What follows belongs to an exercise in optimizing a design on an open flow for small area; a production flow would make more cautious choices. Function was checked by simulation only, so behaviour that the tests miss may differ from the original. No activity file was given, so power comes from the tool's default toggle rates. The clock port is modelled as an ideal driver; clocking choices that lean on that would not hold on a real chip.

==> flow/design.v <==
`default_nettype none
package shell_pkg;
   localparam int RST_SLICE_STAGES = 4;            
   localparam int NUM_DDR   = 4;
   localparam int DDR_C_IDX = 2;                   
   localparam logic [31:0] CL_ID0_WORD = {16'hF010, 16'h1A2B};
   localparam logic [31:0] CL_ID1_WORD = {16'h0D51, 16'h1A2B};
   typedef enum logic [1:0] {
      FLR_IDLE    = 2'd0,    
      FLR_ARMED   = 2'd1,    
      FLR_DONE_HI = 2'd2,    
      FLR_DONE_LO = 2'd3     
   } flr_state_t;
endpackage
`default_nettype wire
`default_nettype none
package ddr_stat_pkg;
   localparam int STAT_ADDR_W = 8;
   localparam int STAT_DATA_W = 32;
   localparam int STAT_INT_W  = 8;
   localparam int STAT_REQ_W = 2 + STAT_ADDR_W + STAT_DATA_W;            
   localparam int STAT_ACK_W = 1 + STAT_INT_W + STAT_DATA_W;             
   localparam int STAT_STAGES = 8;     
   localparam int NUM_STAT_CH = 3;
   typedef enum logic [1:0] {
      STAT_CH_A = 2'd0,
      STAT_CH_B = 2'd1,
      STAT_CH_D = 2'd2
   } stat_ch_t;
endpackage
`default_nettype wire
`timescale 1ns/1ps
`default_nettype none
import shell_pkg::*;
import ddr_stat_pkg::*;
module shell_ctrl
(
   input  logic                   clk_main_a0,
   input  logic                   sync_rst_n,
   input  logic                   flr_assert,       
   input  logic [NUM_STAT_CH-1:0] ddr_ready_abd,    
   input  logic                   ddr_c_ready,
   output logic                   flr_done,
   output logic [NUM_DDR-1:0]     ddr_ready,        
   output logic                   ddr_rst_n,
   output logic                   core_rst_n,
   output logic                   pipe_valid        
);
   shell_pkg::flr_state_t flr_state;
   shell_pkg::flr_state_t flr_state_nxt;
   logic       flr_assert_q;                        
   always_ff @(posedge clk_main_a0 or negedge sync_rst_n)
   begin
      if (!sync_rst_n)
      begin
         flr_assert_q <= 1'b0;
         flr_state    <= FLR_IDLE;
      end
      else
      begin
         flr_assert_q <= flr_assert;
         flr_state    <= flr_state_nxt;
      end
   end
   always_comb
   begin
      flr_state_nxt = flr_state;
      case (flr_state)
         FLR_IDLE:
            if (flr_assert)
               flr_state_nxt = FLR_ARMED;               
         FLR_ARMED:
            flr_state_nxt = FLR_DONE_HI;                
         FLR_DONE_HI:
            flr_state_nxt = flr_assert_q ? FLR_DONE_LO : FLR_IDLE;
         FLR_DONE_LO:
            flr_state_nxt = flr_assert_q ? FLR_DONE_HI : FLR_IDLE;
         default:
            flr_state_nxt = FLR_IDLE;
      endcase
   end
   assign flr_done = (flr_state == FLR_DONE_HI);
   logic ddr_c_ready_q;                             
   always_ff @(posedge clk_main_a0 or negedge sync_rst_n)
   begin
      if (!sync_rst_n)
         ddr_c_ready_q <= 1'b0;
      else
         ddr_c_ready_q <= ddr_c_ready;
   end
   assign ddr_ready = {ddr_ready_abd[NUM_STAT_CH-1:DDR_C_IDX],
                       ddr_c_ready_q,
                       ddr_ready_abd[DDR_C_IDX-1:0]};
   logic [3:0] rel_cnt;
   always_ff @(posedge clk_main_a0 or negedge sync_rst_n)
   begin
      if (!sync_rst_n)
         rel_cnt <= '0;
      else if (!rel_cnt[3])
         rel_cnt <= rel_cnt + 4'd1;
   end
   assign ddr_rst_n  = rel_cnt[3] | rel_cnt[2];
   assign core_rst_n = rel_cnt[3] | rel_cnt[2];
   assign pipe_valid = rel_cnt[3];
endmodule
`default_nettype wire
`timescale 1ns/1ps
`default_nettype none
import ddr_stat_pkg::*;
module ddr_stat_channel
(
   input  logic                   clk_main_a0,
   input  logic                   pipe_valid,       
   input  logic                   host_wr,          
   input  logic                   host_rd,          
   input  logic [STAT_ADDR_W-1:0] host_addr,
   input  logic [STAT_DATA_W-1:0] host_wdata,
   input  logic                   mem_ack,
   input  logic [STAT_INT_W-1:0]  mem_int,
   input  logic [STAT_DATA_W-1:0] mem_rdata,
   output logic                   mem_wr,
   output logic                   mem_rd,
   output logic [STAT_ADDR_W-1:0] mem_addr,
   output logic [STAT_DATA_W-1:0] mem_wdata,
   output logic                   host_ack,
   output logic [STAT_INT_W-1:0]  host_int,
   output logic [STAT_DATA_W-1:0] host_rdata
);
   logic [STAT_REQ_W-1:0] req_pipe [STAT_STAGES];    
   logic [STAT_ACK_W-1:0] ack_pipe [STAT_STAGES];    
   always_ff @(posedge clk_main_a0)
   begin
      req_pipe[0] <= {host_wr, host_rd, host_addr, host_wdata};
      ack_pipe[0] <= {mem_ack, mem_int, mem_rdata};
      for (int i = 1; i < STAT_STAGES; i++)
      begin
         req_pipe[i] <= req_pipe[i-1];              
         ack_pipe[i] <= ack_pipe[i-1];              
      end
   end
   assign {mem_wr, mem_rd, mem_addr, mem_wdata} = req_pipe[STAT_STAGES-1] & {STAT_REQ_W{pipe_valid}};
   assign {host_ack, host_int, host_rdata}      = ack_pipe[STAT_STAGES-1] & {STAT_ACK_W{pipe_valid}};
endmodule
`default_nettype wire
`timescale 1ns/1ps
`default_nettype none
import shell_pkg::*;
import ddr_stat_pkg::*;
module cl_shell_bridge
(
   input  logic                                    clk_main_a0,
   input  logic                                    sync_rst_n,
   input  logic                                    flr_assert,
   input  logic [NUM_STAT_CH-1:0]                  ddr_ready_abd,    
   input  logic                                    ddr_c_ready,
   input  logic [NUM_STAT_CH-1:0]                  host_stat_wr,
   input  logic [NUM_STAT_CH-1:0]                  host_stat_rd,
   input  logic [NUM_STAT_CH-1:0][STAT_ADDR_W-1:0] host_stat_addr,
   input  logic [NUM_STAT_CH-1:0][STAT_DATA_W-1:0] host_stat_wdata,
   input  logic [NUM_STAT_CH-1:0]                  mem_stat_ack,
   input  logic [NUM_STAT_CH-1:0][STAT_INT_W-1:0]  mem_stat_int,
   input  logic [NUM_STAT_CH-1:0][STAT_DATA_W-1:0] mem_stat_rdata,
   output logic                                    flr_done,
   output logic [NUM_DDR-1:0]                      ddr_ready,        
   output logic                                    ddr_rst_n,
   output logic                                    core_rst_n,
   output logic [31:0]                             cl_id0,
   output logic [31:0]                             cl_id1,
   output logic [NUM_STAT_CH-1:0]                  mem_stat_wr,
   output logic [NUM_STAT_CH-1:0]                  mem_stat_rd,
   output logic [NUM_STAT_CH-1:0][STAT_ADDR_W-1:0] mem_stat_addr,
   output logic [NUM_STAT_CH-1:0][STAT_DATA_W-1:0] mem_stat_wdata,
   output logic [NUM_STAT_CH-1:0]                  host_stat_ack,
   output logic [NUM_STAT_CH-1:0][STAT_INT_W-1:0]  host_stat_int,
   output logic [NUM_STAT_CH-1:0][STAT_DATA_W-1:0] host_stat_rdata
);
   assign cl_id0 = CL_ID0_WORD;     
   assign cl_id1 = CL_ID1_WORD;     
   logic pipe_valid;
   shell_ctrl u_ctrl (
      .clk_main_a0   (clk_main_a0),
      .sync_rst_n    (sync_rst_n),
      .flr_assert    (flr_assert),
      .ddr_ready_abd (ddr_ready_abd),
      .ddr_c_ready   (ddr_c_ready),
      .flr_done      (flr_done),
      .ddr_ready     (ddr_ready),
      .ddr_rst_n     (ddr_rst_n),
      .core_rst_n    (core_rst_n),
      .pipe_valid    (pipe_valid)
   );
   for (genvar ch = 0; ch < NUM_STAT_CH; ch++)
   begin : g_stat
      case (ch)
         STAT_CH_A:
         begin : g_a
            ddr_stat_channel u_stat_a (
               .clk_main_a0 (clk_main_a0),     .pipe_valid (pipe_valid),
               .host_wr     (host_stat_wr[ch]), .host_rd    (host_stat_rd[ch]),
               .host_addr   (host_stat_addr[ch]), .host_wdata (host_stat_wdata[ch]),
               .mem_ack     (mem_stat_ack[ch]), .mem_int    (mem_stat_int[ch]),
               .mem_rdata   (mem_stat_rdata[ch]),
               .mem_wr      (mem_stat_wr[ch]),  .mem_rd     (mem_stat_rd[ch]),
               .mem_addr    (mem_stat_addr[ch]), .mem_wdata  (mem_stat_wdata[ch]),
               .host_ack    (host_stat_ack[ch]), .host_int   (host_stat_int[ch]),
               .host_rdata  (host_stat_rdata[ch])
            );
         end
         STAT_CH_B:
         begin : g_b
            ddr_stat_channel u_stat_b (
               .clk_main_a0 (clk_main_a0),     .pipe_valid (pipe_valid),
               .host_wr     (host_stat_wr[ch]), .host_rd    (host_stat_rd[ch]),
               .host_addr   (host_stat_addr[ch]), .host_wdata (host_stat_wdata[ch]),
               .mem_ack     (mem_stat_ack[ch]), .mem_int    (mem_stat_int[ch]),
               .mem_rdata   (mem_stat_rdata[ch]),
               .mem_wr      (mem_stat_wr[ch]),  .mem_rd     (mem_stat_rd[ch]),
               .mem_addr    (mem_stat_addr[ch]), .mem_wdata  (mem_stat_wdata[ch]),
               .host_ack    (host_stat_ack[ch]), .host_int   (host_stat_int[ch]),
               .host_rdata  (host_stat_rdata[ch])
            );
         end
         default:
         begin : g_d
            ddr_stat_channel u_stat_d (
               .clk_main_a0 (clk_main_a0),     .pipe_valid (pipe_valid),
               .host_wr     (host_stat_wr[ch]), .host_rd    (host_stat_rd[ch]),
               .host_addr   (host_stat_addr[ch]), .host_wdata (host_stat_wdata[ch]),
               .mem_ack     (mem_stat_ack[ch]), .mem_int    (mem_stat_int[ch]),
               .mem_rdata   (mem_stat_rdata[ch]),
               .mem_wr      (mem_stat_wr[ch]),  .mem_rd     (mem_stat_rd[ch]),
               .mem_addr    (mem_stat_addr[ch]), .mem_wdata  (mem_stat_wdata[ch]),
               .host_ack    (host_stat_ack[ch]), .host_int   (host_stat_int[ch]),
               .host_rdata  (host_stat_rdata[ch])
            );
         end
      endcase
   end
endmodule
`default_nettype wire
==> flow/config.mk <==
export PLATFORM = sky130hd
export DESIGN_NAME = cl_shell_bridge
export DESIGN_NICKNAME = cl_shell_bridge
export VERILOG_FILES = /design/flow/design.v
export SDC_FILE = /design/flow/constraint.sdc
export NUM_CORES = 4
export LEC_CHECK = 0
export CAP_MARGIN = 20
export CORE_MARGIN = 2
export CORE_UTILIZATION = 60
export PLACE_DENSITY = 0.7
export SLEW_MARGIN = 20
==> flow/constraint.sdc <==
create_clock -name core_clock -period 5.0 [get_ports {clk_main_a0}]
set_input_delay 1.0000 -clock core_clock [delete_from_list [all_inputs] [get_ports {clk_main_a0}]]
set_output_delay 1.0000 -clock core_clock [all_outputs]
set_load 0.01 [all_outputs]
standard.sh (not shown) runs the stock make flow with config.mk's settings and CLKGATE_MAP_FILE= SYNTH_SCRIPT=/design/flow/synth_recipe.tcl, a recipe that flattens the netlist after the stock synthesis.
==> flow/flow/run.sh <==
#!/bin/bash
# Standard layout, with buf_1 port buffers and CTS tuned for large sink clusters
# without dummy loads. All tool output goes to flow_make.log and ORFS's own logs.
set -euo pipefail
bash standard.sh \
  "BUFFER_PORTS_ARGS=-buffer_cell sky130_fd_sc_hd__buf_1" \
  "CTS_ARGS=-sink_clustering_enable -repair_clock_nets -dont_use_dummy_load -sink_clustering_size 36 -sink_clustering_max_diameter 100" \
  finish > flow_make.log 2>&1
==> next run, changes <==
--- a/flow/design.v
+++ b/flow/design.v
@@ -88,23 +88,31 @@
       else
          ddr_c_ready_q <= ddr_c_ready;
    end
    assign ddr_ready = {ddr_ready_abd[NUM_STAT_CH-1:DDR_C_IDX],
                        ddr_c_ready_q,
                        ddr_ready_abd[DDR_C_IDX-1:0]};
-   logic [3:0] rel_cnt;
+   logic [2:0] rel_cnt;
+   logic       rel_done;
    always_ff @(posedge clk_main_a0 or negedge sync_rst_n)
    begin
       if (!sync_rst_n)
-         rel_cnt <= '0;
-      else if (!rel_cnt[3])
-         rel_cnt <= rel_cnt + 4'd1;
-   end
-   assign ddr_rst_n  = rel_cnt[3] | rel_cnt[2];
-   assign core_rst_n = rel_cnt[3] | rel_cnt[2];
-   assign pipe_valid = rel_cnt[3];
+      begin
+         rel_cnt  <= '0;
+         rel_done <= 1'b0;
+      end
+      else
+      begin
+         rel_cnt <= rel_cnt + 3'd1;
+         if (&rel_cnt)
+            rel_done <= 1'b1;
+      end
+   end
+   assign ddr_rst_n  = rel_cnt[2] | rel_done;
+   assign core_rst_n = rel_cnt[2] | rel_done;
+   assign pipe_valid = rel_done;
 endmodule
 `default_nettype wire
 `timescale 1ns/1ps
 `default_nettype none
 import ddr_stat_pkg::*;
 module ddr_stat_channel
Routed wire length came out higher by 2.1%; design area barely changes; clock power came out higher by about 4.5%; die area hardly moves; count of clock-buffer cells in the layout came out higher by 5; total power came out higher by about 1.2%; cell count stays flat; combinational power came out lower by about 3%; sequential share of layout area came out lower by 0.18 points.

port drivers added, routing unchanged:
In the flow no input, the clock included, has a driving cell. The finished layouts below were timed again as built, in two steps.
Step 1 assumes that a clkbuf_16 drives the clock port and a buf_2 every other input.
Step 2 also shifts input and output timing later by t, the mid clock arrival at the registers, as if the neighbouring blocks saw the same clock.
Three values: ideal ports, drivers, drivers and shift; two values: the first two.
run | t (ns) | setup slack, ns | latest minus earliest clock arrival (ns) | worst slew at a driven data input, ns | pins driven straight from the clock port
the first run | 0.700 | 1.727 / 1.664 / 2.364 | 0.050 / 0.050 | 0.11 | 1
the second run | 0.663 | 1.748 / 1.686 / 2.350 | 0.079 / 0.079 | 0.12 | 1
After both steps every run listed still meets setup and hold.
